Optimization exercise on an open flow, not production practice.
RTL: at most simulated, not proved equivalent.
Function not checked: runs 1 to 5.
Power: default activity.

==> design.v <==
module multicycle_processor #(
    parameter int                DATA_W   = 32,
    parameter int                NUM_REGS = 16,
    parameter int                ADDR_W   = 32,
    parameter logic [ADDR_W-1:0] RESET_PC = '0
) (
    input  logic                   clk,
    input  logic                   reset,
    output logic                   imem_req,
    output logic [ADDR_W-1:0]      imem_addr,
    input  logic                   imem_ack,
    input  logic [31:0]            imem_rdata,
    output logic                   dmem_req,
    output logic                   dmem_we,
    output logic [ADDR_W-1:0]      dmem_addr,
    output logic [DATA_W-1:0]      dmem_wdata,
    input  logic                   dmem_ack,
    input  logic [DATA_W-1:0]      dmem_rdata,
    output logic                   retire,
    output logic                   halted
);
    typedef logic [DATA_W-1:0] word_t;
    logic              run_q;                  
    logic [ADDR_W-1:0] fa_q, fa_d;             
    logic              retire_q, retire_d;
    logic              halted_q, halted_d;
    logic              z_q, z_d, n_q, n_d;
    logic              ev_q, ev_d;
    logic [31:0]       ir_q, ir_d;
    logic [3:0]        ra_q, ra_d;             
    logic [3:0]        rb_q, rb_d;             
    logic [15:0]       sa_q, sb_q;             
    logic [15:0]       rv_n;
    logic              pred_q, pred_d;         
    logic [ADDR_W-1:0] alt_q, alt_d;           
    logic              xv_q, xv_d;
    logic              xalu_q, xld_q, xst_q, xwen_q;
    logic [1:0]        xarg_q;
    logic [3:0]        xwi_q;
    word_t             xa_q, xa_d, xb_q, xb_d;
    word_t             regs_q [16];
    logic [15:0]       rv_q;
    word_t  sum, alu_res, x_val;
    logic   z_alu, n_alu, x_mem, x_done, x_free, x_wr;
    always_comb begin
        sum = xa_q + (xarg_q[0] ? ~xb_q : xb_q) + word_t'(xarg_q[0]);
        unique case (xarg_q)
            2'b00, 2'b01: alu_res = sum;
            2'b10:        alu_res = xa_q & xb_q;
            default:      alu_res = xa_q | xb_q;
        endcase
        unique case (xarg_q)
            2'b00:   z_alu = ((xa_q ^ xb_q) == {(xa_q[DATA_W-2:0] | xb_q[DATA_W-2:0]), 1'b0});
            2'b01:   z_alu = (xa_q == xb_q);
            2'b10:   z_alu = ((xa_q & xb_q) == '0);
            default: z_alu = ((xa_q | xb_q) == '0);
        endcase
        n_alu = alu_res[DATA_W-1];
        x_mem  = xld_q || xst_q;
        x_done = !x_mem || dmem_ack;
        x_free = !xv_q || x_done;
        x_wr   = xv_q && x_done && xwen_q;
        x_val  = xalu_q ? alu_res : (xld_q ? dmem_rdata : xa_q);
    end
    logic [1:0]  e_op, e_arg;
    logic [3:0]  e_f;
    logic        e_alu, e_jmp, e_halt, e_limm, e_ld, e_st;
    word_t       rA_raw, rB_raw, rA, rB_sh, imm_w;
    logic        fwdA, fwdB, stall_sh, zf, nf, taken, redirect, e_go, e_free;
    logic        fetch_free, accept, halt_go, e_setf, zF_ok, zF, nF_ok;
    logic        w_jmp, w_lfwd, w_known, w_taken;
    logic [ADDR_W-1:0] w_tgt;
    logic [ADDR_W-1:0] target, raddr, fa_inc;
    assign e_op   = ir_q[31:30];
    assign e_arg  = ir_q[29:28];
    assign e_f    = ir_q[27:24];
    assign e_alu  = (e_op == 2'b11);
    assign e_jmp  = (e_op == 2'b10);
    assign e_halt = (e_op == 2'b01);
    assign e_limm = (e_op == 2'b00) && (e_arg == 2'b01);
    assign e_ld   = (e_op == 2'b00) && (e_arg == 2'b00);
    assign e_st   = (e_op == 2'b00) && (e_arg == 2'b10);
    assign imm_w  = DATA_W'(ir_q[23:0]);
    always_comb begin
        rA_raw = '0;
        rB_raw = '0;
        for (int i = 0; i < 16; i++) begin
            if (sa_q[i]) rA_raw = rA_raw | regs_q[i];
            if (sb_q[i]) rB_raw = rB_raw | regs_q[i];
        end
        fwdA     = xv_q && xwen_q && (xwi_q == ra_q);
        fwdB     = xv_q && xwen_q && (xwi_q == rb_q);
        rA       = fwdA ? x_val : rA_raw;
        rB_sh    = rB_raw << (e_alu ? e_f : 4'd0);
        stall_sh = (fwdB && e_alu && (e_f != 4'd0)) ||
                   (fwdA && xalu_q && e_jmp && !e_f[0] && !pred_q);
        xa_d     = e_limm ? imm_w : rA;
        xb_d     = fwdB ? x_val : rB_sh;
        zf = (xv_q && xalu_q) ? z_alu : z_q;
        nf = (xv_q && xalu_q) ? n_alu : n_q;
        unique case (e_arg)
            2'b00:   taken = 1'b1;
            2'b01:   taken = zf;
            2'b10:   taken = ~zf;
            default: taken = nf;
        endcase
        target   = e_f[0] ? ADDR_W'(ir_q[23:0]) :
                   ADDR_W'(fwdA ? (xld_q ? dmem_rdata : xa_q) : rA_raw);
        redirect = e_jmp && (taken != pred_q);
        raddr    = pred_q ? alt_q : target;
        e_setf = ev_q && e_alu;
        zF_ok  = !e_setf;
        zF     = zf;
        nF_ok  = !e_setf && !(xv_q && xalu_q);
        w_jmp  = (imem_rdata[31:30] == 2'b10);
        w_lfwd = ev_q && e_limm && (imem_rdata[19:16] == e_f);
        w_tgt  = imem_rdata[24] ? ADDR_W'(imem_rdata[23:0]) : ADDR_W'(ir_q[23:0]);
        unique case (imem_rdata[29:28])
            2'b00:   begin w_known = 1'b1;  w_taken = 1'b1; end
            2'b01:   begin w_known = zF_ok; w_taken = zF;   end
            2'b10:   begin w_known = zF_ok; w_taken = ~zF;  end
            default: begin w_known = nF_ok; w_taken = n_q;  end
        endcase
        fetch_free = !imem_req || imem_ack;
        e_go    = ev_q && !e_halt && x_free && !stall_sh && (!e_jmp || fetch_free);
        halt_go = ev_q && e_halt && x_free;
        e_free  = !ev_q || e_go;
        accept  = imem_req && imem_ack && e_free && !(e_go && redirect);
        fa_inc  = fa_q + ADDR_W'(1);
    end
    always_comb begin
        fa_d     = fa_q;
        ev_d     = ev_q;
        ir_d     = ir_q;
        ra_d     = ra_q;
        rb_d     = rb_q;
        pred_d   = pred_q;
        alt_d    = alt_q;
        xv_d     = xv_q;
        halted_d = halted_q || halt_go;
        retire_d = xv_q && x_done;
        z_d      = z_q;
        n_d      = n_q;
        if (xv_q && xalu_q) begin
            z_d = z_alu;
            n_d = n_alu;
        end
        if (e_go && redirect) begin
            fa_d = raddr;
            ev_d = 1'b0;
        end else if (accept) begin
            ev_d = 1'b1;
            if (w_jmp && (imem_rdata[24] || w_lfwd) && w_known) begin
                fa_d   = w_taken ? w_tgt : fa_inc;
                pred_d = w_taken;
            end else if (w_jmp && (imem_rdata[24] || w_lfwd) && imem_rdata[29:28] != 2'b11) begin
                fa_d   = w_tgt;
                pred_d = 1'b1;
            end else begin
                fa_d   = fa_inc;
                pred_d = 1'b0;
            end
        end else if (e_go || halt_go) begin
            ev_d = 1'b0;
        end
        if (imem_ack && e_free) begin
            ir_d  = imem_rdata;
            ra_d  = (imem_rdata[31:30] == 2'b11) ? imem_rdata[11:8] : imem_rdata[19:16];
            rb_d  = (imem_rdata[31:30] == 2'b11) ? imem_rdata[3:0]  : imem_rdata[27:24];
            alt_d = fa_inc;
        end
        rv_n = rv_q;
        if (x_wr) rv_n[xwi_q] = 1'b1;
        if (e_go)        xv_d = 1'b1;
        else if (x_done) xv_d = 1'b0;
    end
    always_ff @(posedge clk) begin
        ir_q   <= ir_d;
        ra_q   <= ra_d;
        rb_q   <= rb_d;
        pred_q <= pred_d;
        alt_q  <= alt_d;
        for (int i = 0; i < 16; i++) begin
            sa_q[i] <= (ra_d == 4'(i)) && rv_n[i];
            sb_q[i] <= (rb_d == 4'(i)) && rv_n[i];
        end
    end
    always_ff @(posedge clk) begin
        if (e_go) begin
            xalu_q <= e_alu;
            xld_q  <= e_ld;
            xst_q  <= e_st;
            xwen_q <= e_alu || e_ld || e_limm || (e_op == 2'b00 && e_arg == 2'b11);
            xwi_q  <= e_alu ? ir_q[19:16] : e_f;
            xarg_q <= e_arg;
            xa_q   <= xa_d;
            xb_q   <= xb_d;
        end
        for (int i = 0; i < 16; i++)
            if (x_wr && xwi_q == 4'(i)) regs_q[i] <= x_val;
    end
    always_ff @(posedge clk or negedge reset) begin
        if (!reset) begin
            run_q    <= 1'b0;
            fa_q     <= RESET_PC;
            retire_q <= 1'b0;
            halted_q <= 1'b0;
            z_q      <= 1'b0;
            n_q      <= 1'b0;
            ev_q     <= 1'b0;
            xv_q     <= 1'b0;
            rv_q     <= '0;
        end else begin
            run_q    <= 1'b1;
            fa_q     <= fa_d;
            retire_q <= retire_d;
            halted_q <= halted_d;
            z_q      <= z_d;
            n_q      <= n_d;
            ev_q     <= ev_d;
            xv_q     <= xv_d;
            if (x_wr) rv_q[xwi_q] <= 1'b1;
        end
    end
    assign imem_req   = run_q && !halted_q && !(ev_q && e_halt);
    assign imem_addr  = fa_q;
    assign dmem_req   = xv_q && x_mem;
    assign dmem_we    = xst_q;
    assign dmem_addr  = ADDR_W'(xa_q);
    assign dmem_wdata = xb_q;
    assign retire     = retire_q;
    assign halted     = halted_q;
endmodule
==> run.sh <==
#!/bin/bash
# synth_recipe.tcl (not shown) runs the flow's synth.tcl, then flattens the netlist and writes it again
# the make line also repeats each setting of config.mk as NAME=value (left out here)
make -C /OpenROAD-flow-scripts/flow DESIGN_CONFIG=/design/flow/config.mk WORK_HOME=/design/flow/orfs CLKGATE_MAP_FILE= SYNTH_SCRIPT=/design/flow/synth_recipe.tcl finish
==> config.mk <==
export PLATFORM = sky130hd
export DESIGN_NAME = multicycle_processor
export DESIGN_NICKNAME = multicycle_processor
export VERILOG_FILES = /design/flow/design.v
export SDC_FILE = /design/flow/constraint.sdc
export NUM_CORES = 4
export LEC_CHECK = 0
export ABC_CLOCK_PERIOD_IN_PS = 3500
export CAP_MARGIN = 20
export CORE_MARGIN = 2
export CORE_UTILIZATION = 35
export SETUP_SLACK_MARGIN = 5
export SLEW_MARGIN = 20
==> constraint.sdc <==
create_clock -name core_clock -period 9.0 [get_ports {clk}]
set_input_delay 1.8000 -clock core_clock [delete_from_list [all_inputs] [get_ports {clk}]]
set_output_delay 1.8000 -clock core_clock [all_outputs]
set_load 0.01 [all_outputs]
==> results of run 1 <==
[layer usage]
metal | up-vias | routed length, um
li1 | 13500 | -
met1 | 15700 | 61600
met2 | 2358 | 68300
met3 | 503 | 18900
met4 | 0 | 10100
met5 | - | 0
[cells in the final DEF, fill, tap and decap left out, drive strengths merged, types with 26 or more instances in the layout]
cell type,instances
clkbuf,106
nand2,198
nand3,178
buf,137
nor3,65
a31oi,30
ha,102
or3,40
o211ai,48
nand4,53
o21ai,130
clkinv,34
a221oi,136
edfxtp,651
clkdlybuf4s50,165
and2,26
a21oi,153
a22oi,249
a22o,137
xor2,86
mux2i,138
a211oi,33
dfxtp,40
inv,136
xnor2,34
nor2,165
dfrtp,55
[power by group through the flow]
stage	registers, mW	clock network [mW]	logic (mW)
after floorplan	4.75	0	2.28
after global placement	4.90	0	3.74
after detailed placement	4.89	0	3.76
after CTS	4.81	3.54	3.94
after global routing	4.84	3.67	4.49
final	4.82	3.50	4.23
[worst max path at each step]
stage / end
after global placement: fa_q[0]
after global routing: pred_q
final: fa_q[0]
after detailed placement: fa_q[0]
after CTS: fa_q[0]
after floorplan: sa_q[0]
[area by class of cell]
type	instances	area (um^2)	area share [%]
Timing Repair inverter	1	7.51	0.0163
Clock inverter	53	609	1.32
Tap cell	1476	1850	4.01
Timing Repair Buffer	308	2980	6.48
Multi-Input combinational cell	2241	16200	35.1
Clock buffer	102	2180	4.73
Antenna cell	1	2.50	0.00543
Inverter	132	499	1.08
Sequential cell	746	21800	47.3
[flip-flops by register name (all words and copies together) (netlist names), 2 cells and up]
name    count
xwi_q       4
ir_q       32
rb_q        4
ra_q        4
regs_q    512
sa_q       16
xa_q       32
fa_q       32
alt_q      32
xarg_q      2
xb_q       32
sb_q       16
rv_q       16
[cells by family after synthesis]
| kind of cell | after synthesis | synth area share [%] |
|---|---|---|
| xor gates and xnor gates | 120 | 2.72 |
| and+or+nand+nor | 847 | 10.9 |
| AOI/OAI and AO/OA | 1027 | 19.5 |
| other | 1 | 0.00972 |
| buffers and inverters | 357 | 3.60 |
| DFF | 746 | 56.3 |
| adders and majority gates | 103 | 3.36 |
| muxes | 140 | 3.65 |
[worst max-delay path, cell delays in order (launching register included)]
cell	delay [ns]
edfxtp_1	0.58
xor2_1	0.24
nor3_1	0.46
and2_2	0.24
buf_4	0.71
or3_1	0.37
o21ai_0	0.41
o21ai_0	0.33
nand2_1	0.10
a311o_1	0.35
o311a_1	0.11
o31ai_1	0.06
[what timing repair did]
item | CTS | global route
setup endpoints to repair | 340 | 259
gates cloned | 3 | 5
gates resized for setup | 41 | 56
setup buffers | 22 | 26
hold buffers | 0 | 0
pin swaps | 11 | 31
==> flow_metrics.py, run 1 <==
metrics = {
    "placement": {
        "place_inst": 4848,
        "placedInstanceArea_um2": 42200,
        "portBuffers": 168,
        "place.gp.congestion": 1.01,
        "hpwl_mm": 97.4,
        "pre_cts_ws_ns": 3.67,
    },
    "power_and_ir_drop": {
        "power_frac_clock_pct": 27.9,
        "p_total_mw": 12.6,
        "swShare_pct": 36.2,
        "p_int_mw": 8.01,
        "power.switching_mw": 4.54,
        "powerDensity_nw_per_um2": 273,
        "leakage_nw": 16.6,
        "combPwrFrac_pct": 33.7,
        "vdd_ir_drop_max_mv": 0.158,
        "pwr-share-seq_pct": 38.4,
    },
    "synthesis": {
        "netlist.area_leader.share_pct": 50.7,
        "syn_nets": 3512,
        "yosys_most_used_dff": "edfxtp_1",
        "yosysMostFrequentCell": "edfxtp_1",
        "yosysWarnings": 2,
        "syn-cell-area_um2": 38600,
        "ys_top_cells_by_count": "edfxtp_1 (651), a22oi_1 (249), nand2_1 (198)",
        "synth.avg_cell_area_um2": 11.5,
        "synth_top_cells_by_area": "edfxtp_1 (51%), a22oi_1 (4.8%), mux2i_1 (3.6%)",
        "synthArstFlopShare_pct": 7.37,
        "ys_ff_latch": 746,
        "yosysSeqAreaShare_pct": 56.3,
        "syn_inst": 3341,
        "yosysTopAreaCell": "edfxtp_1",
        "synth_cell_types": 82,
        "synth_edf_count": 651,
    },
    "timing": {
        "setup_viol": 0,
        "layout_setup_ws_ns": 4.88,
        "fin_skew_ns": 0.0428,
        "fin_crit_ns": 4.12,
        "fmax_mhz": 243,
        "fin_tns_setup_ns": 0,
        "fin_crit_sh_pct": 45.8,
        "hold_viol": 0,
        "holdWs_ns": 0.471,
        "tightest_slew_ns": 1.09,
        "drv_slew": 0,
        "relSlewSlack_pct": 27.0,
        "rsz0062_at_grt": "true",
    },
    "min_path": {
        "whs_endpoint": "rv_q[7]",
        "hp-start": "rv_q[7]",
        "hp-class": "reg -> reg",
        "whs_path_depth": 2,
    },
    "grt": {
        "grt_use_met3_pct": 6.26,
        "grtUsageMet2_pct": 40.6,
        "track_usage_pct": 27.2,
        "grt_max_degree": 70,
        "grt_pass1_wl_mm": 221,
        "antenna_found_initial": 2,
        "grt_pass1_vias": 30000,
        "grt-busiest-layer": "met2",
        "grt_overflow_total": 0,
        "grt_util_met1_pct": 36.6,
    },
    "job": {
        "drv_cap": 0,
    },
    "drt": {
        "drc": 0,
        "drt_iter0_drc": 5087,
        "drt_wl_total_mm": 159,
        "dr.pass1.iters": 7,
        "via_per_inst": 6.34,
        "drtAntennaViolNets": 0,
        "wire_per_inst_um": 31.4,
        "num_vias": 32100,
    },
    "final_layout": {
        "postLayoutCellArea_um2": 46000,
        "final_core_utilization_pct": 42.2,
        "n_fill_cell": 10200,
        "syn_to_final_growth_pct": 19.4,
        "drive_above_1_share_pct": 12.4,
        "nets": 3684,
        "fin_cells": 5060,
    },
    "setup_path": {
        "r2r-end": "fa_q[0]",
        "cp_max_fo": 43,
        "crit_type": "reg -> reg",
        "cp.required_ns": 9.57,
        "startpoint": "xwi_q[2]",
        "rr_startpoint": "xwi_q[2]",
        "endpoint_kind": "flip-flop",
        "reg2reg_slack_ns": 4.88,
        "start_kind": "flip-flop",
        "arrival_ns": 4.69,
        "rr_worst_depth": 11,
    },
    "run_status": {
        "status": "no timing/DRC/antenna violations",
    },
    "clocking": {
        "cts_tree": "built",
        "clock_sinks": 746,
        "cts_inserted_buffers": 83,
        "cts.clk_slew.worst_paths_ns": 0.06,
        "clockBufferDepth": 3,
        "cts_root_buffer": "clkbuf_16",
        "clock_latency_ns": 0.67,
        "htree_num_levels": 3,
    },
    "floorplanning": {
        "rows": 121,
        "initial_core_util_pct": 35.3,
        "ioPinCount": 169,
        "dieArea_um2": 113000,
        "core_um2": 109000,
        "die_h_um": 336,
        "die_w_um": 336,
    },
}
==> run 2: changes to the inputs <==
--- a/design.v
+++ b/design.v
@@ -30,6 +30,4 @@
     logic [3:0]        ra_q, ra_d;             
     logic [3:0]        rb_q, rb_d;             
-    logic [15:0]       sa_q, sb_q;             
-    logic [15:0]       rv_n;
     logic              pred_q, pred_d;         
     logic [ADDR_W-1:0] alt_q, alt_d;           
@@ -68,6 +66,7 @@
     word_t       rA_raw, rB_raw, rA, rB_sh, imm_w;
     logic        fwdA, fwdB, stall_sh, zf, nf, taken, redirect, e_go, e_free;
-    logic        fetch_free, accept, halt_go, e_setf, zF_ok, zF, nF_ok;
+    logic        fetch_free, accept, halt_go, zE, e_setf, zF_ok, zF, nF_ok;
     logic        w_jmp, w_lfwd, w_known, w_taken;
+    word_t       zA, zB;
     logic [ADDR_W-1:0] w_tgt;
     logic [ADDR_W-1:0] target, raddr, fa_inc;
@@ -86,6 +85,6 @@
         rB_raw = '0;
         for (int i = 0; i < 16; i++) begin
-            if (sa_q[i]) rA_raw = rA_raw | regs_q[i];
-            if (sb_q[i]) rB_raw = rB_raw | regs_q[i];
+            if (ra_q == 4'(i) && rv_q[i]) rA_raw = rA_raw | regs_q[i];
+            if (rb_q == 4'(i) && rv_q[i]) rB_raw = rB_raw | regs_q[i];
         end
         fwdA     = xv_q && xwen_q && (xwi_q == ra_q);
@@ -109,7 +108,15 @@
         redirect = e_jmp && (taken != pred_q);
         raddr    = pred_q ? alt_q : target;
+        zA = fwdA ? (xld_q ? dmem_rdata : xa_q) : rA_raw;
+        zB = fwdB ? (xld_q ? dmem_rdata : xa_q) : rB_raw;
+        unique case (e_arg)
+            2'b00:   zE = ((zA ^ zB) == {(zA[DATA_W-2:0] | zB[DATA_W-2:0]), 1'b0});
+            2'b01:   zE = (zA == zB);
+            2'b10:   zE = ((zA & zB) == '0);
+            default: zE = ((zA | zB) == '0);
+        endcase
         e_setf = ev_q && e_alu;
-        zF_ok  = !e_setf;
-        zF     = zf;
+        zF_ok  = e_setf ? ((e_f == 4'd0) && !(xalu_q && (fwdA || fwdB))) : 1'b1;
+        zF     = e_setf ? zE : zf;
         nF_ok  = !e_setf && !(xv_q && xalu_q);
         w_jmp  = (imem_rdata[31:30] == 2'b10);
@@ -170,6 +177,4 @@
             alt_d = fa_inc;
         end
-        rv_n = rv_q;
-        if (x_wr) rv_n[xwi_q] = 1'b1;
         if (e_go)        xv_d = 1'b1;
         else if (x_done) xv_d = 1'b0;
@@ -181,8 +186,4 @@
         pred_q <= pred_d;
         alt_q  <= alt_d;
-        for (int i = 0; i < 16; i++) begin
-            sa_q[i] <= (ra_d == 4'(i)) && rv_n[i];
-            sb_q[i] <= (rb_d == 4'(i)) && rv_n[i];
-        end
     end
     always_ff @(posedge clk) begin
@@ -230,4 +231,4 @@
     assign dmem_wdata = xb_q;
     assign retire     = retire_q;
-    assign halted     = halted_q;
+    assign halted     = halted_q || (ev_q && e_halt && !xv_q);
 endmodule
--- a/config.mk
+++ b/config.mk
@@ -10,4 +10,5 @@
 export CORE_MARGIN = 2
 export CORE_UTILIZATION = 35
+export CTS_BUF_LIST = sky130_fd_sc_hd__clkbuf_4 sky130_fd_sc_hd__clkbuf_8
 export SETUP_SLACK_MARGIN = 5
 export SLEW_MARGIN = 20
==> flow_metrics.py, run 2 <==
metrics = {
    "run_status": {
        "status": "no timing/DRC/antenna violations",
    },
    "timing": {
        "holdWs_ns": 0.499,
        "setup_viol": 0,
        "fin_tns_setup_ns": 0,
        "drv_slew": 0,
        "tightest_slew_ns": 1.30,
        "rsz0062_at_grt": "true",
        "fin_skew_ns": 0.0647,
        "hold_viol": 0,
        "relSlewSlack_pct": 12.4,
        "fmax_mhz": 190,
        "fin_crit_sh_pct": 58.3,
        "fin_crit_ns": 5.25,
    },
    "synthesis": {
        "syn-cell-area_um2": 40500,
        "synth_cell_types": 75,
        "yosysWarnings": 2,
        "synthAdderAreaFrac_pct": 5.18,
        "syn_nets": 3961,
        "syn_inst": 3726,
        "netlist.area_leader.share_pct": 48.9,
        "synth_mux_area_share_pct": 5.14,
        "yosysMostFrequentCell": "edfxtp_1",
        "yosysTopAreaCell": "edfxtp_1",
        "synth_compound_area_share_pct": 16.6,
        "yosysSeqAreaShare_pct": 52.3,
        "synth_top_cells_by_area": "edfxtp_1 (49%), a22oi_1 (8.6%), ha_1 (5.1%)",
        "ys_ff_latch": 714,
        "synth_top_family_by_area": "compound AO/OA/AOI/OAI gates",
        "yosys_most_used_dff": "edfxtp_1",
        "synthXorXnorAreaFrac_pct": 3.38,
        "ys_top_cells_by_count": "edfxtp_1 (659), a22oi_1 (466), nand2_1 (417)",
        "synthArstFlopShare_pct": 7.70,
        "synth.avg_cell_area_um2": 10.9,
        "synth-simple-area-share_pct": 13.2,
        "synth_edf_count": 659,
    },
    "clocking": {
        "clock_latency_ns": 0.83,
        "clock_sinks": 714,
        "cts_tree": "built",
        "cts_root_buffer": "clkbuf_8",
        "clockBufferDepth": 3,
        "cts.clk_slew.worst_paths_ns": 0.07,
        "htree_num_levels": 3,
        "cts_inserted_buffers": 119,
    },
    "placement": {
        "hpwl_mm": 123,
        "placedInstanceArea_um2": 44600,
        "portBuffers": 168,
        "place_inst": 5280,
        "place.gp.congestion": 0.994,
    },
    "drt": {
        "num_vias": 37200,
        "drt_wl_total_mm": 196,
        "via_per_inst": 6.45,
        "drtAntennaViolNets": 0,
        "dr.pass1.iters": 10,
        "drt_iter0_drc": 6845,
        "wire_per_inst_um": 34.0,
        "drc": 0,
    },
    "power_and_ir_drop": {
        "p_int_mw": 8.02,
        "powerDensity_nw_per_um2": 248,
        "power.switching_mw": 5.06,
        "vdd_ir_drop_max_mv": 0.131,
        "swShare_pct": 38.7,
        "leakage_nw": 20.5,
        "combPwrFrac_pct": 39.6,
        "power_frac_clock_pct": 24.9,
        "pwr-share-seq_pct": 35.4,
    },
    "job": {
        "drv_cap": 0,
    },
    "final_layout": {
        "top_register": "regs_q",
        "seq_area_um2": 21200,
        "nets": 4384,
        "largest_reg_flops": 512,
        "syn_to_final_growth_pct": 30.6,
        "drive_above_1_share_pct": 25.0,
        "layout_commonest_cell": "edfxtp_1",
        "fin_cells": 5770,
        "most-common-layout-cells": "edfxtp_1 (659), a22oi_1 (413), nand2_1 (389)",
        "multiInputGateArea_um2": 20500,
        "n_fill_cell": 10400,
        "postLayoutCellArea_um2": 52800,
    },
    "grt": {
        "grt_max_degree": 73,
        "grt_pass1_vias": 34700,
        "grt_overflow_total": 0,
        "grt_pass1_wl_mm": 260,
        "antenna_found_initial": 7,
        "track_usage_pct": 30.9,
    },
    "setup_path": {
        "endpoint_kind": "flip-flop",
        "cp_max_fo": 10,
        "worst_path_max_delay_cell": "edfxtp_1",
        "crit_type": "reg -> reg",
        "arrival_ns": 5.92,
        "cpPeakStageDelay_ns": 0.51,
        "crit_chain": "buf_12 > nor4bb_2 > buf_4 > and2_4 > buf_12 > a22oi_1 > nand2_1 > nor4_4 > buf_4 > nand2_1 > o21ai_2 > ha_1 > or4_4 > nor4_4 > a211oi_2 > a22oi_2 > and3_4 > o21a_4 > clkbuf_16 > o2111ai_1 > and3_1 > mux2_4",
        "start_kind": "flip-flop",
        "cp.required_ns": 9.67,
    },
    "floorplanning": {
        "dieArea_um2": 118000,
        "ioPinCount": 169,
        "rows": 124,
        "initial_core_util_pct": 35.3,
        "die_h_um": 344,
        "core_um2": 115000,
        "die_w_um": 344,
    },
    "min_path": {
        "hp-class": "reg -> reg",
    },
}
==> run 2: area by class of cell <==
cell class / count / share of cell area [%]
antenna: 4 / 0.0189
clock buffer: 159 / 3.79
clock inverter: 67 / 1.26
inverter: 175 / 1.26
multi-input combinational: 2586 / 38.8
sequential: 714 / 40.1
tap: 1512 / 3.58
timing repair buffer: 552 / 11.2
timing repair inverter: 1 / 0.00947
==> run 2: final timing paths <==
check	startpoint	to	depth (start not counted)	slack (ns)
setup / recovery	rb_q[1]	fa_q[9]	22	3.75
hold / removal	halted_q	halted_q	1	0.50
setup reg to reg	rb_q[1]	fa_q[9]	22	3.75
hold reg to reg	halted_q	halted_q	1	0.50
max in group asynchronous	reset	ev_q	2	7.13
min in group asynchronous	reset	fa_q[31]	2	1.15
==> run 2: metal layers <==
metal | track usage (%) | routed length [um]
met5 | 0 | 0
met4 | 18.5 | 14400
met3 | 9.14 | 28400
met2 | 43.8 | 80100
met1 | 41.4 | 73400
==> run 2: cells by family (layout without fill, tap and decap cells) <==
logic type / Yosys count / after routing
AO/OA/AOI/OAI: 967 / 969
XOR/XNOR: 156 / 156
adder cells (fa/ha/maj): 167 / 167
buffers and inverters: 431 / 954
flip-flops: 714 / 714
multiplexers: 202 / 202
other: 1 / 5
AND/OR/NAND/NOR: 1088 / 1091
==> run 2: worst max-delay path: cells and delay by family, from the launching register on <==
family	cells	cell delay [ns]
buf+inv	5	0.93
simple gates	9	2.10
flops	1	0.51
compound gates	6	1.02
mux	1	0.25
fa+ha+maj	1	0.29
==> run 2: per-stage QoR <==
| stage | util [%] | setup slack [ns] | power, mW |
|---|---|---|---|
| 2_1_floorplan | - | 4.17 | 6.83 |
| 3_3_place_gp | 39.0 | 2.12 | 8.65 |
| 3_5_place_dp | 39.0 | 2.12 | 8.64 |
| 4_1_cts | 43.5 | 3.81 | 12.4 |
| 5_1_grt | 46.1 | 3.63 | 13.4 |
| 6_report | 46.2 | 3.75 | 13.1 |
==> run 2: timing repair <==
item,CTS,global route
endpoints found under the setup margin,335,130
gates resized for setup,277,350
hold buffers,0,0
cloned,8,25
setup buffers,131,95
pin swaps,83,112
==> run 2: power by group through the flow <==
| stage | sequential, mW | combinational (mW) | clock (mW) |
|---|---|---|---|
| final | 4.63 | 5.18 | 3.26 |
| after global routing | 4.64 | 5.37 | 3.41 |
| after CTS | 4.61 | 4.49 | 3.28 |
| after detailed placement | 4.70 | 3.94 | 0 |
| after global placement | 4.70 | 3.95 | 0 |
| after floorplan | 4.49 | 2.34 | 0 |
==> run 3: changes to the inputs <==
--- a/config.mk
+++ b/config.mk
@@ -10,5 +10,4 @@
 export CORE_MARGIN = 2
 export CORE_UTILIZATION = 35
-export CTS_BUF_LIST = sky130_fd_sc_hd__clkbuf_4 sky130_fd_sc_hd__clkbuf_8
 export SETUP_SLACK_MARGIN = 5
 export SLEW_MARGIN = 20
==> flow_metrics.py, run 3 <==
metrics = {
    "run_status": {
        "status": "no timing/DRC/antenna violations",
    },
    "power_and_ir_drop": {
        "vdd_ir_drop_max_mv": 0.142,
        "powerDensity_nw_per_um2": 254,
        "leakage_nw": 20.6,
    },
    "floorplanning": {
        "ioPinCount": 169,
        "rows": 124,
        "die_w_um": 344,
        "core_um2": 115000,
        "die_h_um": 344,
        "initial_core_util_pct": 35.3,
        "dieArea_um2": 118000,
    },
    "grt": {
        "grt_max_degree": 73,
        "antenna_found_initial": 6,
        "track_usage_pct": 31.6,
        "grt_pass1_vias": 34700,
        "grt_pass1_wl_mm": 265,
        "grt_overflow_total": 0,
    },
    "synthesis": {
        "ys_top_cells_by_count": "edfxtp_1 (659), a22oi_1 (466), nand2_1 (417)",
        "synth_edf_count": 659,
        "synth_cell_types": 75,
        "yosysTopAreaCell": "edfxtp_1",
        "synthArstFlopShare_pct": 7.70,
        "netlist.area_leader.share_pct": 48.9,
        "yosys_most_used_dff": "edfxtp_1",
        "yosysWarnings": 2,
        "syn_nets": 3961,
        "synth.avg_cell_area_um2": 10.9,
        "syn_inst": 3726,
        "ys_ff_latch": 714,
        "yosysMostFrequentCell": "edfxtp_1",
        "syn-cell-area_um2": 40500,
        "synth_top_cells_by_area": "edfxtp_1 (49%), a22oi_1 (8.6%), ha_1 (5.1%)",
        "yosysSeqAreaShare_pct": 52.3,
    },
    "clocking": {
        "cts_inserted_buffers": 80,
        "cts.clk_slew.worst_paths_ns": 0.06,
        "clock_latency_ns": 0.69,
        "cts_hold_buf": 0,
        "clockBufferDepth": 3,
        "clock_sinks": 714,
        "cts_tree": "built",
        "htree_num_levels": 3,
        "cts_root_buffer": "clkbuf_16",
    },
    "final_layout": {
        "final_core_utilization_pct": 46.4,
        "drive_above_1_share_pct": 23.9,
        "most-common-layout-cells": "edfxtp_1 (659), a22oi_1 (423), nand2_1 (386)",
        "syn_to_final_growth_pct": 31.1,
        "nets": 4363,
        "top_register": "regs_q",
        "largest_reg_flops": 512,
        "postLayoutCellArea_um2": 53100,
        "layout_commonest_cell": "edfxtp_1",
    },
    "setup_path": {
        "cp.required_ns": 9.52,
        "reg2reg_slack_ns": 3.74,
        "crit_chain": "buf_12 > nor4bb_1 > buf_4 > buf_4 > nand3_1 > nand4_1 > nor4_4 > nand2_1 > o21ai_0 > ha_1 > xor2_1 > nand4_1 > nor4_4 > a211oi_2 > a22oi_2 > and3_4 > buf_8 > o21ai_4 > buf_12 > buf_12 > buf_4 > a21oi_2 > o31a_1 > mux2i_1",
        "arrival_ns": 5.78,
        "crit_type": "reg -> reg",
        "worst_path_max_delay_cell": "nor4_4",
        "cp_max_fo": 8,
        "cpPeakStageDelay_ns": 0.70,
        "endpoint_kind": "flip-flop",
        "start_kind": "flip-flop",
    },
    "placement": {
        "place.gp.congestion": 0.994,
        "pre_cts_ws_ns": 2.12,
        "portBuffers": 168,
        "hpwl_mm": 123,
        "placedInstanceArea_um2": 44600,
    },
    "timing": {
        "layout_setup_ws_ns": 3.74,
        "rsz0062_at_grt": "true",
        "fin_crit_sh_pct": 58.4,
        "drv_slew": 0,
        "fin_skew_ns": 0.0425,
        "fmax_mhz": 190,
        "setup_viol": 0,
        "fin_crit_ns": 5.26,
        "holdWs_ns": 0.490,
        "relSlewSlack_pct": 26.5,
        "hold_viol": 0,
        "fin_tns_setup_ns": 0,
        "tightest_slew_ns": 1.10,
    },
    "drt": {
        "via_per_inst": 6.50,
        "wire_per_inst_um": 34.3,
        "num_vias": 37100,
        "drc": 0,
        "drtAntennaViolNets": 0,
        "drt_wl_total_mm": 196,
        "drt_iter0_drc": 6954,
        "dr.pass1.iters": 8,
    },
    "job": {
        "drv_cap": 0,
    },
    "min_path": {
        "hp-class": "reg -> reg",
    },
}
==> run 3: cell types whose count changed in the layout (fill, tap and decap cells not counted), moves of 10 or more <==
cell / before / now
a22oi_1: 413 / 423
a22oi_2: 54 / 44
buf_4: 251 / 271
clkbuf_1: 0 / 14
clkbuf_16: 17 / 93
clkbuf_4: 30 / 0
clkbuf_8: 130 / 3
clkinv_1: 29 / 9
o21ai_0: 86 / 73
==> run 3: final timing paths <==
path / from / end / depth (start not counted)
worst min register to register: halted_q / halted_q / 1
worst min-delay path: halted_q / halted_q / 1
worst max-delay path: rb_q[1] / fa_q[11] / 24
max in group asynchronous: reset / ev_q / 2
worst max register to register: rb_q[1] / fa_q[11] / 24
min in group asynchronous: reset / fa_q[31] / 2
==> run 3: final cells by class <==
type,instances,area [um^2]
Antenna cell,2,5.00
Clock buffer,100,2170
Clock inverter,45,609
Fill cell,10400,61400
Inverter,175,666
Multi-Input combinational cell,2588,20500
Sequential cell,714,21200
Tap cell,1512,1890
Timing Repair Buffer,568,6050
Timing Repair inverter,1,6.26
==> run 3: kinds of logic after synthesis <==
family	share of synthesized area, %
xor+xnor	3.38
simple gates	13.2
compound gates	16.6
flops	52.3
other cells	0.00927
mux	5.14
fa+ha+maj	5.18
buf+inv	4.24
==> run 3: through the flow <==
stage	power [mW]	instances
finish	13.5	5705
global route	13.8	5703
CTS	12.9	5627
detailed placement	8.64	5280
global placement	8.65	5280
floorplan	6.83	3726
==> run 3: where the power goes <==
part | leakage [nW] | internal (mW) | switching, mW
sequential | 6.69 | 4.21 | 0.417
clock | 1.33 | 2.07 | 1.46
combinational | 12.5 | 2.13 | 3.22
total | 20.6 | 8.41 | 5.10
==> run 3: what timing repair did <==
action,CTS,global route
setup buffers,182,61
pin swaps,119,90
gates resized for setup,413,208
endpoints found under the setup margin,328,185
cloned,20,13
==> run 3: worst max-delay path, delay by kind of cell, from the launching register on <==
kind,cells,cell delay (ns)
multiplexers,1,0.06
XOR/XNOR,1,0.25
adder cells (fa/ha/maj),1,0.32
flip-flops,1,0.48
buffers and inverters,7,1.02
AND/OR/NAND/NOR,8,2.11
AO/OA/AOI/OAI,6,0.86
==> run 3: routing by layer <==
metal	share of wire [%]	wire length, um	GRT usage (%)	vias to the layer above
met5	0.021	42	0	-
met4	7.1	14000	18.9	6
met3	14	27900	9.76	714
met2	41	80200	44.6	3236
met1	38	73400	42.4	18100
li1	-	-	-	15000
==> run 4: changes to the inputs <==
--- a/design.v
+++ b/design.v
@@ -30,6 +30,7 @@
     logic [3:0]        ra_q, ra_d;             
     logic [3:0]        rb_q, rb_d;             
+    logic [15:0]       sa_q, sb_q;             
+    logic [15:0]       rv_n;
     logic              pred_q, pred_d;         
-    logic [ADDR_W-1:0] alt_q, alt_d;           
     logic              xv_q, xv_d;
     logic              xalu_q, xld_q, xst_q, xwen_q;
@@ -66,9 +67,7 @@
     word_t       rA_raw, rB_raw, rA, rB_sh, imm_w;
     logic        fwdA, fwdB, stall_sh, zf, nf, taken, redirect, e_go, e_free;
-    logic        fetch_free, accept, halt_go, zE, e_setf, zF_ok, zF, nF_ok;
-    logic        w_jmp, w_lfwd, w_known, w_taken;
-    word_t       zA, zB;
-    logic [ADDR_W-1:0] w_tgt;
-    logic [ADDR_W-1:0] target, raddr, fa_inc;
+    logic        fetch_free, accept, halt_go;
+    logic [ADDR_W-1:0] target, raddr, fa_inc, faddr;
+    logic        w_pred, w_lfwd;
     assign e_op   = ir_q[31:30];
     assign e_arg  = ir_q[29:28];
@@ -85,6 +84,6 @@
         rB_raw = '0;
         for (int i = 0; i < 16; i++) begin
-            if (ra_q == 4'(i) && rv_q[i]) rA_raw = rA_raw | regs_q[i];
-            if (rb_q == 4'(i) && rv_q[i]) rB_raw = rB_raw | regs_q[i];
+            if (sa_q[i]) rA_raw = rA_raw | regs_q[i];
+            if (sb_q[i]) rB_raw = rB_raw | regs_q[i];
         end
         fwdA     = xv_q && xwen_q && (xwi_q == ra_q);
@@ -107,26 +106,5 @@
                    ADDR_W'(fwdA ? (xld_q ? dmem_rdata : xa_q) : rA_raw);
         redirect = e_jmp && (taken != pred_q);
-        raddr    = pred_q ? alt_q : target;
-        zA = fwdA ? (xld_q ? dmem_rdata : xa_q) : rA_raw;
-        zB = fwdB ? (xld_q ? dmem_rdata : xa_q) : rB_raw;
-        unique case (e_arg)
-            2'b00:   zE = ((zA ^ zB) == {(zA[DATA_W-2:0] | zB[DATA_W-2:0]), 1'b0});
-            2'b01:   zE = (zA == zB);
-            2'b10:   zE = ((zA & zB) == '0);
-            default: zE = ((zA | zB) == '0);
-        endcase
-        e_setf = ev_q && e_alu;
-        zF_ok  = e_setf ? ((e_f == 4'd0) && !(xalu_q && (fwdA || fwdB))) : 1'b1;
-        zF     = e_setf ? zE : zf;
-        nF_ok  = !e_setf && !(xv_q && xalu_q);
-        w_jmp  = (imem_rdata[31:30] == 2'b10);
-        w_lfwd = ev_q && e_limm && (imem_rdata[19:16] == e_f);
-        w_tgt  = imem_rdata[24] ? ADDR_W'(imem_rdata[23:0]) : ADDR_W'(ir_q[23:0]);
-        unique case (imem_rdata[29:28])
-            2'b00:   begin w_known = 1'b1;  w_taken = 1'b1; end
-            2'b01:   begin w_known = zF_ok; w_taken = zF;   end
-            2'b10:   begin w_known = zF_ok; w_taken = ~zF;  end
-            default: begin w_known = nF_ok; w_taken = n_q;  end
-        endcase
+        raddr    = pred_q ? fa_q : target;
         fetch_free = !imem_req || imem_ack;
         e_go    = ev_q && !e_halt && x_free && !stall_sh && (!e_jmp || fetch_free);
@@ -134,5 +112,10 @@
         e_free  = !ev_q || e_go;
         accept  = imem_req && imem_ack && e_free && !(e_go && redirect);
-        fa_inc  = fa_q + ADDR_W'(1);
+        faddr   = (ev_q && e_jmp && pred_q) ? ADDR_W'(ir_q[23:0]) : fa_q;
+        fa_inc  = faddr + ADDR_W'(1);
+        w_lfwd  = (imem_rdata[31:30] == 2'b10) && !imem_rdata[24] &&
+                  ev_q && e_limm && (imem_rdata[19:16] == e_f);
+        w_pred  = (imem_rdata[31:30] == 2'b10) && (imem_rdata[24] || w_lfwd) &&
+                  (imem_rdata[29:28] != 2'b11);
     end
     always_comb begin
@@ -143,5 +126,4 @@
         rb_d     = rb_q;
         pred_d   = pred_q;
-        alt_d    = alt_q;
         xv_d     = xv_q;
         halted_d = halted_q || halt_go;
@@ -157,24 +139,17 @@
             ev_d = 1'b0;
         end else if (accept) begin
-            ev_d = 1'b1;
-            if (w_jmp && (imem_rdata[24] || w_lfwd) && w_known) begin
-                fa_d   = w_taken ? w_tgt : fa_inc;
-                pred_d = w_taken;
-            end else if (w_jmp && (imem_rdata[24] || w_lfwd) && imem_rdata[29:28] != 2'b11) begin
-                fa_d   = w_tgt;
-                pred_d = 1'b1;
-            end else begin
-                fa_d   = fa_inc;
-                pred_d = 1'b0;
-            end
+            ev_d   = 1'b1;
+            fa_d   = fa_inc;
+            pred_d = w_pred;
         end else if (e_go || halt_go) begin
             ev_d = 1'b0;
         end
         if (imem_ack && e_free) begin
-            ir_d  = imem_rdata;
+            ir_d  = w_lfwd ? {imem_rdata[31:25], 1'b1, ir_q[23:0]} : imem_rdata;
             ra_d  = (imem_rdata[31:30] == 2'b11) ? imem_rdata[11:8] : imem_rdata[19:16];
             rb_d  = (imem_rdata[31:30] == 2'b11) ? imem_rdata[3:0]  : imem_rdata[27:24];
-            alt_d = fa_inc;
-        end
+        end
+        rv_n = rv_q;
+        if (x_wr) rv_n[xwi_q] = 1'b1;
         if (e_go)        xv_d = 1'b1;
         else if (x_done) xv_d = 1'b0;
@@ -185,5 +160,8 @@
         rb_q   <= rb_d;
         pred_q <= pred_d;
-        alt_q  <= alt_d;
+        for (int i = 0; i < 16; i++) begin
+            sa_q[i] <= (ra_d == 4'(i)) && rv_n[i];
+            sb_q[i] <= (rb_d == 4'(i)) && rv_n[i];
+        end
     end
     always_ff @(posedge clk) begin
@@ -225,5 +203,5 @@
     end
     assign imem_req   = run_q && !halted_q && !(ev_q && e_halt);
-    assign imem_addr  = fa_q;
+    assign imem_addr  = faddr;
     assign dmem_req   = xv_q && x_mem;
     assign dmem_we    = xst_q;
@@ -231,4 +209,4 @@
     assign dmem_wdata = xb_q;
     assign retire     = retire_q;
-    assign halted     = halted_q || (ev_q && e_halt && !xv_q);
+    assign halted     = halted_q;
 endmodule
==> flow_metrics.py, run 4 <==
metrics = {
    "run_status": {
        "status": "no timing/DRC/antenna violations",
    },
    "floorplanning": {
        "initial_core_util_pct": 35.1,
        "core_um2": 105000,
        "dieArea_um2": 108000,
        "ioPinCount": 169,
        "rows": 119,
        "die_h_um": 329,
        "die_w_um": 329,
    },
    "job": {
        "drv_cap": 0,
    },
    "synthesis": {
        "synthArstFlopShare_pct": 7.70,
        "syn_inst": 3266,
        "yosysWarnings": 2,
        "syn_nets": 3435,
        "yosysMostFrequentCell": "edfxtp_1",
        "syn-cell-area_um2": 36900,
        "ys_ff_latch": 714,
        "synth.avg_cell_area_um2": 11.3,
        "synth_top_cells_by_area": "edfxtp_1 (50%), a22oi_1 (6.1%), dfrtp_1 (3.7%)",
        "ys_top_cells_by_count": "edfxtp_1 (619), a22oi_1 (302), nand2_1 (263)",
        "synth_cell_types": 85,
        "yosys_most_used_dff": "edfxtp_1",
        "yosysSeqAreaShare_pct": 56.3,
        "netlist.area_leader.share_pct": 50.4,
        "yosysTopAreaCell": "edfxtp_1",
        "synth_edf_count": 619,
    },
    "timing": {
        "fin_crit_ns": 4.18,
        "hold_viol": 0,
        "fin_skew_ns": 0.0560,
        "relSlewSlack_pct": 29.3,
        "fin_crit_sh_pct": 46.4,
        "setup_viol": 0,
        "tightest_slew_ns": 1.05,
        "drv_slew": 0,
        "fmax_mhz": 239,
        "rsz0062_at_grt": "true",
        "fin_tns_setup_ns": 0,
    },
    "drt": {
        "drt_wl_total_mm": 157,
        "drt_iter0_drc": 4570,
        "wire_per_inst_um": 31.7,
        "dr.pass1.iters": 6,
        "via_per_inst": 6.37,
        "num_vias": 31600,
        "drtAntennaViolNets": 0,
        "drc": 0,
    },
    "setup_path": {
        "cp.required_ns": 9.58,
        "path_depth": 18,
        "rr_worst_depth": 18,
        "cp_num_buf_inv": 5,
        "cp_max_fo": 8,
        "endpoint_kind": "flip-flop",
        "cp_common_cell": "buf_12",
        "crit_family": "compound AO/OA/AOI/OAI gates",
        "cpPeakStageDelay_ns": 0.51,
        "crit_chain": "buf_12 > buf_12 > buf_16 > xor2_2 > ha_1 > a211o_1 > a221o_1 > a41oi_2 > a21o_1 > o21ai_2 > or4_4 > mux2i_4 > buf_6 > nand2_8 > buf_12 > nor2_4 > a21oi_2 > a21oi_1",
        "r2r-end": "fa_q[19]",
        "arrival_ns": 4.76,
        "rr_startpoint": "xarg_q[0]",
        "startpoint": "xarg_q[0]",
        "worst_path_max_delay_cell": "or4_4",
        "reg2reg_slack_ns": 4.82,
        "start_kind": "flip-flop",
        "crit_end": "fa_q[19]",
        "crit_type": "reg -> reg",
    },
    "power_and_ir_drop": {
        "power_frac_clock_pct": 26.5,
        "p_total_mw": 13.4,
        "power.switching_mw": 5.14,
        "leakage_nw": 16.5,
        "combPwrFrac_pct": 38.7,
        "powerDensity_nw_per_um2": 297,
        "p_int_mw": 8.26,
        "vdd_ir_drop_max_mv": 0.189,
        "pwr-share-seq_pct": 34.8,
        "swShare_pct": 38.4,
    },
    "final_layout": {
        "n_fill_cell": 9707,
        "largest_reg_flops": 512,
        "syn_to_final_growth_pct": 22.3,
        "layout_commonest_cell": "edfxtp_1",
        "multiInputGateArea_um2": 15800,
        "nets": 3666,
        "top_register": "regs_q",
        "drive_above_1_share_pct": 15.3,
        "most-common-layout-cells": "edfxtp_1 (619), a22oi_1 (302), nand2_1 (255)",
        "seq_area_um2": 20800,
    },
    "clocking": {
        "cts_root_buffer": "clkbuf_16",
        "clock_latency_ns": 0.68,
        "cts.clk_slew.worst_paths_ns": 0.06,
        "clockBufferDepth": 3,
        "cts_tree": "built",
        "cts_hold_buf": 0,
        "htree_num_levels": 3,
        "clock_sinks": 714,
        "cts_inserted_buffers": 80,
    },
    "grt": {
        "grt_pass1_wl_mm": 216,
        "antenna_found_initial": 1,
        "grt_max_degree": 69,
        "track_usage_pct": 27.8,
        "grt_pass1_vias": 30100,
        "grt_overflow_total": 0,
    },
    "placement": {
        "portBuffers": 168,
        "place.gp.congestion": 0.969,
        "hpwl_mm": 92.2,
    },
    "min_path": {
        "whs_path_depth": 2,
        "hp-class": "reg -> reg",
    },
}
run 4: logic make-up after synthesis:
family	count (synthesis)	share of synthesized area, %
compound gates	952	18.3
buf+inv	347	3.66
fa+ha+maj	101	3.45
mux	141	3.90
xor+xnor	128	3.04
other cells	1	0.0102
flops	714	56.3
simple gates	882	11.4
run 4: power groups by stage:
stage	sequential, mW	clock, mW	combinational, mW
2_1_floorplan	4.57	0	2.67
3_3_place_gp	4.70	0	4.37
5_1_grt	4.68	3.70	5.47
6_report	4.66	3.56	5.19
4_1_cts	4.65	3.58	4.63
3_5_place_dp	4.70	0	4.37
run 4: routing by layer:
metal / track usage, % / up-vias / share of wire [%]
met1: 34.3 / 15500 / 36
met4: 15.7 / 0 / 6.6
met5: 0 / - / 0
met2: 44.2 / 2442 / 45
li1: - / 13100 / -
met3: 7.12 / 533 / 12
run 4: layout make-up:
cell class | instances | area share, %
diodes | 1 | 0.00555
well taps | 1391 | 3.86
clock inverters | 58 | 1.64
inverters | 148 | 1.25
multi-input cells | 2215 | 35.1
repair buffers | 337 | 7.32
repair inverters | 1 | 0.0166
flip-flops and latches | 714 | 46.1
clock buffers | 91 | 4.74
run 4: worst min-delay path by stage:
stage	startpoint	endpoint	slack, ns
final	rv_q[0]	rv_q[0]	0.48
after global routing	rv_q[6]	rv_q[6]	0.49
after CTS	rv_q[0]	rv_q[0]	0.47
after detailed placement	rv_q[5]	rv_q[5]	0.46
after global placement	rv_q[0]	rv_q[0]	0.45
after floorplan	rv_q[15]	rv_q[15]	0.43
run 4: metrics by stage:
step	cells	area [um^2]	utilization (%)	setup WS, ns	hold WS, ns
after floorplan	3266	37000	-	4.95	0.425
after global placement	4701	40300	38.4	3.78	0.452
after detailed placement	4701	40300	38.4	3.72	0.458
after CTS	4900	44000	41.9	4.77	0.474
after global routing	4955	45100	43.0	4.72	0.488
final	4956	45100	43.0	4.82	0.477
run 4: worst min-delay path: cells and delay by family (launching register included):
kind	cells	cell delay, ns
DFF	1	0.32
and+or+nand+nor	1	0.07
buffers and inverters	1	0.05
run 4: timing repair:
action | CTS | global route
setup buffers | 41 | 47
resized for setup | 87 | 173
cloned | 9 | 8
pin swaps | 15 | 68
setup endpoints to repair | 355 | 203
==> run 5: changes to the inputs <==
--- a/design.v
+++ b/design.v
@@ -21,5 +21,5 @@
 );
     typedef logic [DATA_W-1:0] word_t;
-    logic              run_q;                  
+    logic              ireq_q, ireq_d;         
     logic [ADDR_W-1:0] fa_q, fa_d;             
     logic              retire_q, retire_d;
@@ -69,5 +69,6 @@
     logic        fetch_free, accept, halt_go;
     logic [ADDR_W-1:0] target, raddr, fa_inc, faddr;
-    logic        w_pred, w_lfwd;
+    logic        w_pred, w_lfwd, zE, zE_ok;
+    word_t       zA, zB;
     assign e_op   = ir_q[31:30];
     assign e_arg  = ir_q[29:28];
@@ -116,6 +117,16 @@
         w_lfwd  = (imem_rdata[31:30] == 2'b10) && !imem_rdata[24] &&
                   ev_q && e_limm && (imem_rdata[19:16] == e_f);
+        zA = fwdA ? (xld_q ? dmem_rdata : xa_q) : rA_raw;
+        zB = fwdB ? (xld_q ? dmem_rdata : xa_q) : rB_raw;
+        unique case (e_arg)
+            2'b00:   zE = ((zA ^ zB) == {(zA[DATA_W-2:0] | zB[DATA_W-2:0]), 1'b0});
+            2'b01:   zE = (zA == zB);
+            2'b10:   zE = ((zA & zB) == '0);
+            default: zE = ((zA | zB) == '0);
+        endcase
+        zE_ok   = ev_q && e_alu && (e_f == 4'd0) && !(xalu_q && (fwdA || fwdB));
         w_pred  = (imem_rdata[31:30] == 2'b10) && (imem_rdata[24] || w_lfwd) &&
-                  (imem_rdata[29:28] != 2'b11);
+                  ((zE_ok && imem_rdata[29] != imem_rdata[28]) ? (zE ^ imem_rdata[29]) :
+                   (imem_rdata[29:28] != 2'b11));
     end
     always_comb begin
@@ -150,4 +161,5 @@
             rb_d  = (imem_rdata[31:30] == 2'b11) ? imem_rdata[3:0]  : imem_rdata[27:24];
         end
+        ireq_d = !halted_d && !(ev_d && ir_d[31:30] == 2'b01);
         rv_n = rv_q;
         if (x_wr) rv_n[xwi_q] = 1'b1;
@@ -181,5 +193,5 @@
     always_ff @(posedge clk or negedge reset) begin
         if (!reset) begin
-            run_q    <= 1'b0;
+            ireq_q   <= 1'b0;
             fa_q     <= RESET_PC;
             retire_q <= 1'b0;
@@ -191,5 +203,5 @@
             rv_q     <= '0;
         end else begin
-            run_q    <= 1'b1;
+            ireq_q   <= ireq_d;
             fa_q     <= fa_d;
             retire_q <= retire_d;
@@ -202,5 +214,5 @@
         end
     end
-    assign imem_req   = run_q && !halted_q && !(ev_q && e_halt);
+    assign imem_req   = ireq_q;
     assign imem_addr  = faddr;
     assign dmem_req   = xv_q && x_mem;
==> flow_metrics.py, run 5 <==
metrics = {
    "timing": {
        "fmax_mhz": 236,
        "holdWs_ns": 0.460,
        "rsz0062_at_grt": "true",
        "hold_viol": 0,
        "setup_viol": 0,
        "layout_setup_ws_ns": 4.76,
        "fin_skew_ns": 0.0455,
        "tightest_slew_ns": 1.13,
        "relSlewSlack_pct": 24.6,
        "fin_crit_ns": 4.24,
        "fin_crit_sh_pct": 47.1,
        "fin_tns_setup_ns": 0,
        "drv_slew": 0,
    },
    "clocking": {
        "cts_root_buffer": "clkbuf_16",
        "cts.clk_slew.worst_paths_ns": 0.07,
        "cts_hold_buf": 0,
        "htree_num_levels": 3,
        "clock_sinks": 714,
        "cts_tree": "built",
        "cts_inserted_buffers": 75,
        "clockBufferDepth": 3,
        "clock_latency_ns": 0.66,
    },
    "power_and_ir_drop": {
        "powerDensity_nw_per_um2": 371,
        "p_total_mw": 18.1,
        "leakage_nw": 18.6,
        "vdd_ir_drop_max_mv": 0.167,
    },
    "grt": {
        "track_usage_pct": 28.8,
        "grt_pass1_wl_mm": 234,
        "grt_overflow_total": 0,
        "grt_pass1_vias": 32600,
        "antenna_found_initial": 4,
        "grt_max_degree": 69,
    },
    "final_layout": {
        "largest_reg_flops": 512,
        "nets": 4060,
        "top_register": "regs_q",
        "drive_above_1_share_pct": 20.7,
        "syn_to_final_growth_pct": 25.8,
        "final_core_utilization_pct": 44.3,
        "layout_commonest_cell": "edfxtp_1",
        "most-common-layout-cells": "edfxtp_1 (617), a22oi_1 (322), nand2_1 (246)",
        "postLayoutCellArea_um2": 48800,
        "fin_cells": 5374,
    },
    "synthesis": {
        "ys_ff_latch": 714,
        "yosysSeqAreaShare_pct": 53.5,
        "yosysMostFrequentCell": "edfxtp_1",
        "syn-cell-area_um2": 38800,
        "netlist.area_leader.share_pct": 47.8,
        "yosysTopAreaCell": "edfxtp_1",
        "synth_top_cells_by_area": "edfxtp_1 (48%), a22oi_1 (6.2%), ha_1 (5.3%)",
        "syn_nets": 3759,
        "synthArstFlopShare_pct": 7.70,
        "synth.avg_cell_area_um2": 11.0,
        "synth_edf_count": 617,
        "yosys_most_used_dff": "edfxtp_1",
        "syn_inst": 3525,
        "yosysWarnings": 2,
        "ys_top_cells_by_count": "edfxtp_1 (617), a22oi_1 (322), nand2_1 (272)",
        "synth_cell_types": 86,
    },
    "setup_path": {
        "cp_num_buf_inv": 8,
        "path_depth": 21,
        "cp_common_cell": "buf_6",
        "rr_worst_depth": 21,
        "crit_family": "buffers and inverters",
        "cp.required_ns": 9.60,
        "arrival_ns": 4.84,
        "crit_chain": "buf_6 > buf_12 > xor2_1 > ha_2 > nand3_2 > o211ai_1 > buf_4 > a211oi_4 > a21oi_4 > buf_6 > mux2i_1 > nand3_2 > buf_12 > a21oi_4 > buf_6 > mux2i_4 > buf_6 > buf_12 > nand3_4 > a21oi_2 > a311o_1",
        "start_kind": "flip-flop",
        "crit_type": "reg -> reg",
        "worst_path_max_delay_cell": "edfxtp_1",
        "endpoint_kind": "flip-flop",
        "cpPeakStageDelay_ns": 0.43,
        "cp_max_fo": 8,
    },
    "placement": {
        "placedInstanceArea_um2": 42300,
        "place_inst": 5053,
        "hpwl_mm": 102,
        "portBuffers": 168,
        "pre_cts_ws_ns": 3.10,
        "place.gp.congestion": 1.03,
    },
    "drt": {
        "via_per_inst": 6.31,
        "num_vias": 33900,
        "drc": 0,
        "drt_iter0_drc": 5115,
        "wire_per_inst_um": 31.7,
        "drt_wl_total_mm": 171,
        "dr.pass1.iters": 6,
        "drtAntennaViolNets": 0,
    },
    "floorplanning": {
        "core_um2": 110000,
        "rows": 122,
        "initial_core_util_pct": 35.2,
        "ioPinCount": 169,
        "dieArea_um2": 113000,
        "die_w_um": 337,
        "die_h_um": 337,
    },
    "job": {
        "drv_cap": 0,
    },
    "min_path": {
        "whs_path_depth": 2,
        "hp-class": "reg -> reg",
    },
    "run_status": {
        "status": "no timing/DRC/antenna violations",
    },
}
==> run 5: worst paths after layout <==
kind                       startpoint       end  slack (ns)
max                         xarg_q[0]  fa_q[31]        4.76
min                           rv_q[9]   rv_q[9]        0.46
max reg2reg                 xarg_q[0]  fa_q[31]        4.76
min reg2reg                   rv_q[9]   rv_q[9]        0.46
max in group asynchronous       reset      ev_q        7.05
min in group asynchronous       reset  fa_q[24]        1.30
==> run 5: what timing repair did <==
| action | in CTS | in global routing |
|---|---|---|
| setup buffers | 107 | 54 |
| pin swaps | 91 | 62 |
| endpoints found under the setup margin | 321 | 276 |
| cloned | 15 | 8 |
| gates resized for setup | 420 | 190 |
==> run 5: routing by layer <==
metal | part of all wire (%) | track usage [%]
met5 | 0 | 0
met4 | 6.9 | 17.4
met2 | 44 | 44.4
met3 | 12 | 6.88
met1 | 37 | 36.6
==> run 5: cells by family (layout without fill, tap and decap cells) <==
| family | after synthesis | count (layout) | synth area share [%] |
|---|---|---|---|
| multiplexers | 120 | 121 | 3.21 |
| other | 0 | 1 | 0 |
| adder cells (fa/ha/maj) | 166 | 166 | 5.38 |
| AND/OR/NAND/NOR | 941 | 948 | 11.7 |
| AO/OA/AOI/OAI | 1008 | 1008 | 18.6 |
| XOR/XNOR | 152 | 152 | 3.43 |
| flip-flops | 714 | 714 | 53.5 |
| buffers and inverters | 424 | 776 | 4.20 |
==> run 5: tightest hold or removal path, cell delays in order, from the launching register on <==
cell and delay [ns]:
dfrtp_1 0.32, a21oi_1 0.06, inv_1 0.05
==> run 5: area by class of cell <==
| class | instances | area, um^2 |
|---|---|---|
| clock inverters | 48 | 490 |
| repair inverters | 2 | 8.76 |
| fillers | 10200 | 61400 |
| multi-input cells | 2395 | 18700 |
| diodes | 1 | 2.50 |
| well taps | 1488 | 1860 |
| flip-flops and latches | 714 | 20800 |
| clock buffers | 88 | 1960 |
| inverters | 213 | 820 |
| repair buffers | 425 | 4180 |
==> run 5: power breakdown <==
| group | internal [mW] | total [mW] | switching, mW | leakage (nW) |
|---|---|---|---|---|
| Sequential | 4.59 | 5.03 | 0.438 | 6.61 |
| Clock | 1.78 | 3.15 | 1.37 | 1.20 |
| Combinational | 3.78 | 9.92 | 6.14 | 10.8 |
| Total | 10.1 | 18.1 | 7.95 | 18.6 |
==> run 6: changes to the inputs <==
--- a/design.v
+++ b/design.v
@@ -69,6 +69,5 @@
     logic        fetch_free, accept, halt_go;
     logic [ADDR_W-1:0] target, raddr, fa_inc, faddr;
-    logic        w_pred, w_lfwd, zE, zE_ok;
-    word_t       zA, zB;
+    logic        w_pred, w_lfwd, zF_ok, zF, nF_ok, w_taken;
     assign e_op   = ir_q[31:30];
     assign e_arg  = ir_q[29:28];
@@ -117,16 +116,14 @@
         w_lfwd  = (imem_rdata[31:30] == 2'b10) && !imem_rdata[24] &&
                   ev_q && e_limm && (imem_rdata[19:16] == e_f);
-        zA = fwdA ? (xld_q ? dmem_rdata : xa_q) : rA_raw;
-        zB = fwdB ? (xld_q ? dmem_rdata : xa_q) : rB_raw;
-        unique case (e_arg)
-            2'b00:   zE = ((zA ^ zB) == {(zA[DATA_W-2:0] | zB[DATA_W-2:0]), 1'b0});
-            2'b01:   zE = (zA == zB);
-            2'b10:   zE = ((zA & zB) == '0);
-            default: zE = ((zA | zB) == '0);
-        endcase
-        zE_ok   = ev_q && e_alu && (e_f == 4'd0) && !(xalu_q && (fwdA || fwdB));
-        w_pred  = (imem_rdata[31:30] == 2'b10) && (imem_rdata[24] || w_lfwd) &&
-                  ((zE_ok && imem_rdata[29] != imem_rdata[28]) ? (zE ^ imem_rdata[29]) :
-                   (imem_rdata[29:28] != 2'b11));
+        zF_ok = !(ev_q && e_alu);
+        zF    = zf;
+        nF_ok = !(ev_q && e_alu) && !(xv_q && xalu_q);
+        unique case (imem_rdata[29:28])
+            2'b00:   w_taken = 1'b1;
+            2'b01:   w_taken = zF_ok ? zF : 1'b1;
+            2'b10:   w_taken = zF_ok ? ~zF : 1'b1;
+            default: w_taken = nF_ok ? n_q : 1'b0;
+        endcase
+        w_pred  = (imem_rdata[31:30] == 2'b10) && (imem_rdata[24] || w_lfwd) && w_taken;
     end
     always_comb begin
==> flow/run.sh (new file) <==
#!/bin/bash
# The standard layout (standard.sh, all steps, the standard synthesis
# unchanged), except that the ports are buffered with the smallest buffer
# instead of the one buffer_ports picks by itself; timing repair resizes them
# where a path needs it.
set -euo pipefail
bash standard.sh "BUFFER_PORTS_ARGS=-buffer_cell sky130_fd_sc_hd__buf_1" finish > standard_flow.log 2>&1
==> standard.sh (new file) <==
#!/bin/bash
# synth_recipe.tcl (not shown) runs the flow's synth.tcl, then flattens the netlist and writes it again
# the make line also repeats each setting of config.mk as NAME=value (left out here)
make -C /OpenROAD-flow-scripts/flow DESIGN_CONFIG=/design/flow/config.mk WORK_HOME=/design/flow/orfs CLKGATE_MAP_FILE= SYNTH_SCRIPT=/design/flow/synth_recipe.tcl "${@:-finish}"
--- a/config.mk
+++ b/config.mk
@@ -9,5 +9,5 @@
 export CAP_MARGIN = 20
 export CORE_MARGIN = 2
-export CORE_UTILIZATION = 35
+export CORE_UTILIZATION = 45
 export SETUP_SLACK_MARGIN = 5
 export SLEW_MARGIN = 20
removed: run.sh
==> flow_metrics.py, run 6 <==
metrics = {
    "grt": {
        "track_usage_pct": 35.4,
        "antenna_found_initial": 0,
        "grt_pass1_vias": 30800,
        "grt_max_degree": 71,
        "grt_overflow_total": 0,
        "grt_pass1_wl_mm": 217,
    },
    "final_layout": {
        "layout_commonest_cell": "edfxtp_1",
        "postLayoutCellArea_um2": 42700,
        "syn_to_final_growth_pct": 15.1,
        "num_antenna_cells": 0,
        "most-common-layout-cells": "edfxtp_1 (617), nand2_1 (271), a22oi_1 (184)",
        "drive_above_1_share_pct": 10.6,
        "n_fill_cell": 7159,
        "top_register": "regs_q",
        "fin_cells": 4548,
        "largest_reg_flops": 512,
        "nets": 3584,
    },
    "power_and_ir_drop": {
        "leakage_nw": 15.2,
        "powerDensity_nw_per_um2": 322,
        "vdd_ir_drop_max_mv": 0.145,
    },
    "synthesis": {
        "yosysSeqAreaShare_pct": 55.8,
        "synth_cell_types": 77,
        "yosysTopAreaCell": "edfxtp_1",
        "syn_nets": 3417,
        "yosysWarnings": 2,
        "yosysMostFrequentCell": "edfxtp_1",
        "ys_top_cells_by_count": "edfxtp_1 (617), nand2_1 (274), a22oi_1 (185)",
        "synth_top_cells_by_area": "edfxtp_1 (50%), a221oi_1 (4.0%), a22o_1 (4.0%)",
        "netlist.area_leader.share_pct": 49.9,
        "syn-cell-area_um2": 37200,
        "synth_edf_count": 617,
        "syn_inst": 3245,
        "ys_ff_latch": 714,
        "synthArstFlopShare_pct": 7.70,
        "yosys_most_used_dff": "edfxtp_1",
        "synth.avg_cell_area_um2": 11.4,
    },
    "timing": {
        "fin_tns_setup_ns": 0,
        "fin_crit_ns": 4.06,
        "layout_setup_ws_ns": 4.94,
        "holdWs_ns": 0.466,
        "tightest_slew_ns": 1.22,
        "fin_skew_ns": 0.0586,
        "fmax_mhz": 246,
        "rsz0062_at_grt": "true",
        "relSlewSlack_pct": 17.8,
        "fin_crit_sh_pct": 45.1,
        "setup_viol": 0,
        "hold_viol": 0,
        "drv_slew": 0,
    },
    "drt": {
        "num_vias": 31700,
        "via_per_inst": 6.96,
        "dr.pass1.iters": 6,
        "wire_per_inst_um": 34.3,
        "drt_wl_total_mm": 156,
        "drtAntennaViolNets": 0,
        "drt_iter0_drc": 5137,
        "drc": 0,
    },
    "setup_path": {
        "cp_common_cell": "buf_4",
        "cp_max_fo": 24,
        "crit_type": "reg -> reg",
        "cpPeakStageDelay_ns": 0.44,
        "cp_num_buf_inv": 4,
        "crit_chain": "buf_12 > xor2_1 > ha_2 > nand4_1 > or3_1 > a21o_1 > a21oi_2 > o21ai_1 > a21oi_1 > nor4b_1 > o32ai_1 > buf_4 > buf_4 > clkinvlp_4",
        "crit_family": "compound AO/OA/AOI/OAI gates",
        "cp.required_ns": 9.38,
        "endpoint_kind": "flip-flop",
        "worst_path_max_delay_cell": "edfxtp_1",
        "start_kind": "flip-flop",
        "arrival_ns": 4.44,
    },
    "clocking": {
        "cts_root_buffer": "clkbuf_16",
        "clock_latency_ns": 0.68,
        "cts_hold_buf": 0,
        "clock_sinks": 714,
        "cts.clk_slew.worst_paths_ns": 0.06,
        "cts_tree": "built",
        "cts_inserted_buffers": 78,
        "clockBufferDepth": 3,
        "htree_num_levels": 3,
    },
    "floorplanning": {
        "dieArea_um2": 84900,
        "initial_core_util_pct": 45.4,
        "die_h_um": 291,
        "rows": 105,
        "core_um2": 81800,
        "die_w_um": 291,
        "ioPinCount": 169,
    },
    "placement": {
        "hpwl_mm": 92.9,
        "place_inst": 4361,
        "placedInstanceArea_um2": 39100,
        "pre_cts_ws_ns": 3.41,
        "portBuffers": 168,
        "place.gp.congestion": 1.06,
    },
    "min_path": {
        "hp-class": "reg -> reg",
    },
    "run_status": {
        "status": "no timing/DRC/antenna violations",
    },
    "job": {
        "drv_cap": 0,
    },
}
run 6: cell types whose count changed after synthesis, sizes merged, moves of 21 or more:
cell / change
a22oi: -137
a22o: +73
inv: -70
a221oi: +67
ha: -62
nor2: -61
a211oi: -37
nand3: -34
nor4: -28
xnor2: -27
o21ai: -25
nand4: -24
and4: +21
run 6: where the power goes:
part | leakage, nW | switching, mW | total (mW) | internal (mW)
Clock | 1.28 | 1.43 | 3.32 | 1.89
Combinational | 7.34 | 3.76 | 5.62 | 1.86
Sequential | 6.62 | 0.401 | 4.82 | 4.42
run 6: path summary, 6_finish.rpt:
kind | startpoint | to | slack (ns) | cells past startpoint
max in group asynchronous | reset | fa_q[22] | 7.14 | 2
max reg2reg | xarg_q[0] | regs_q[7][27] | 4.94 | 14
min reg2reg | rv_q[13] | rv_q[13] | 0.47 | 2
max | xarg_q[0] | regs_q[7][27] | 4.94 | 14
min in group asynchronous | reset | fa_q[25] | 1.34 | 2
min | rv_q[13] | rv_q[13] | 0.47 | 2
run 6: cells by family after synthesis:
kind of cell / after synthesis / share of synthesized area, %
flops: 714 / 55.8
xor+xnor: 122 / 2.88
fa+ha+maj: 104 / 3.52
mux: 125 / 3.37
buf+inv: 352 / 3.60
simple gates: 837 / 11.0
compound gates: 991 / 19.8
run 6: metal layers:
layer / routed length, um / vias to the layer above / share of wire (%) / track usage, %
met3: 20100 / 629 / 13 / 10.0
li1: - / 13100 / - / -
met4: 10600 / 2 / 6.8 / 20.7
met2: 69500 / 2540 / 45 / 55.3
met1: 55600 / 15400 / 36 / 43.9
met5: 33 / - / 0.021 / 0.284
run 6: what timing repair did:
| item | 4_1_cts | 5_1_grt |
|---|---|---|
| gates cloned | 4 | 8 |
| endpoints found under the setup margin | 320 | 220 |
| pin swaps | 12 | 11 |
| endpoints found under the hold margin | 0 | 0 |
| setup buffers | 14 | 15 |
| gates resized for setup | 66 | 51 |
run 6: area by class of cell:
class,instances,area (um^2),area share [%]
well taps,1070,1340,3.13
clock inverters,47,581,1.36
flip-flops and latches,714,20800,48.5
inverters,143,544,1.27
repair buffers,293,1910,4.46
clock buffers,99,2100,4.90
repair inverters,2,15.0,0.0351
multi-input cells,2180,15500,36.3
run 6: per-stage QoR:
| stage | util [%] | power (mW) |
|---|---|---|
| 2_1_floorplan | - | 7.82 |
| 3_3_place_gp | 47.8 | 9.78 |
| 3_5_place_dp | 47.8 | 9.83 |
| 4_1_cts | 51.7 | 13.4 |
| 5_1_grt | 52.2 | 14.2 |
| 6_report | 52.2 | 13.8 |
run 6: worst min-delay path: stages, from the launching register on:
cell	delay [ns]
dfrtp_1	0.32
a21oi_1	0.06
inv_1	0.05
Testbench counts of run 6, summed over its fixed seeds: cycles 76,259, instructions 72,675.
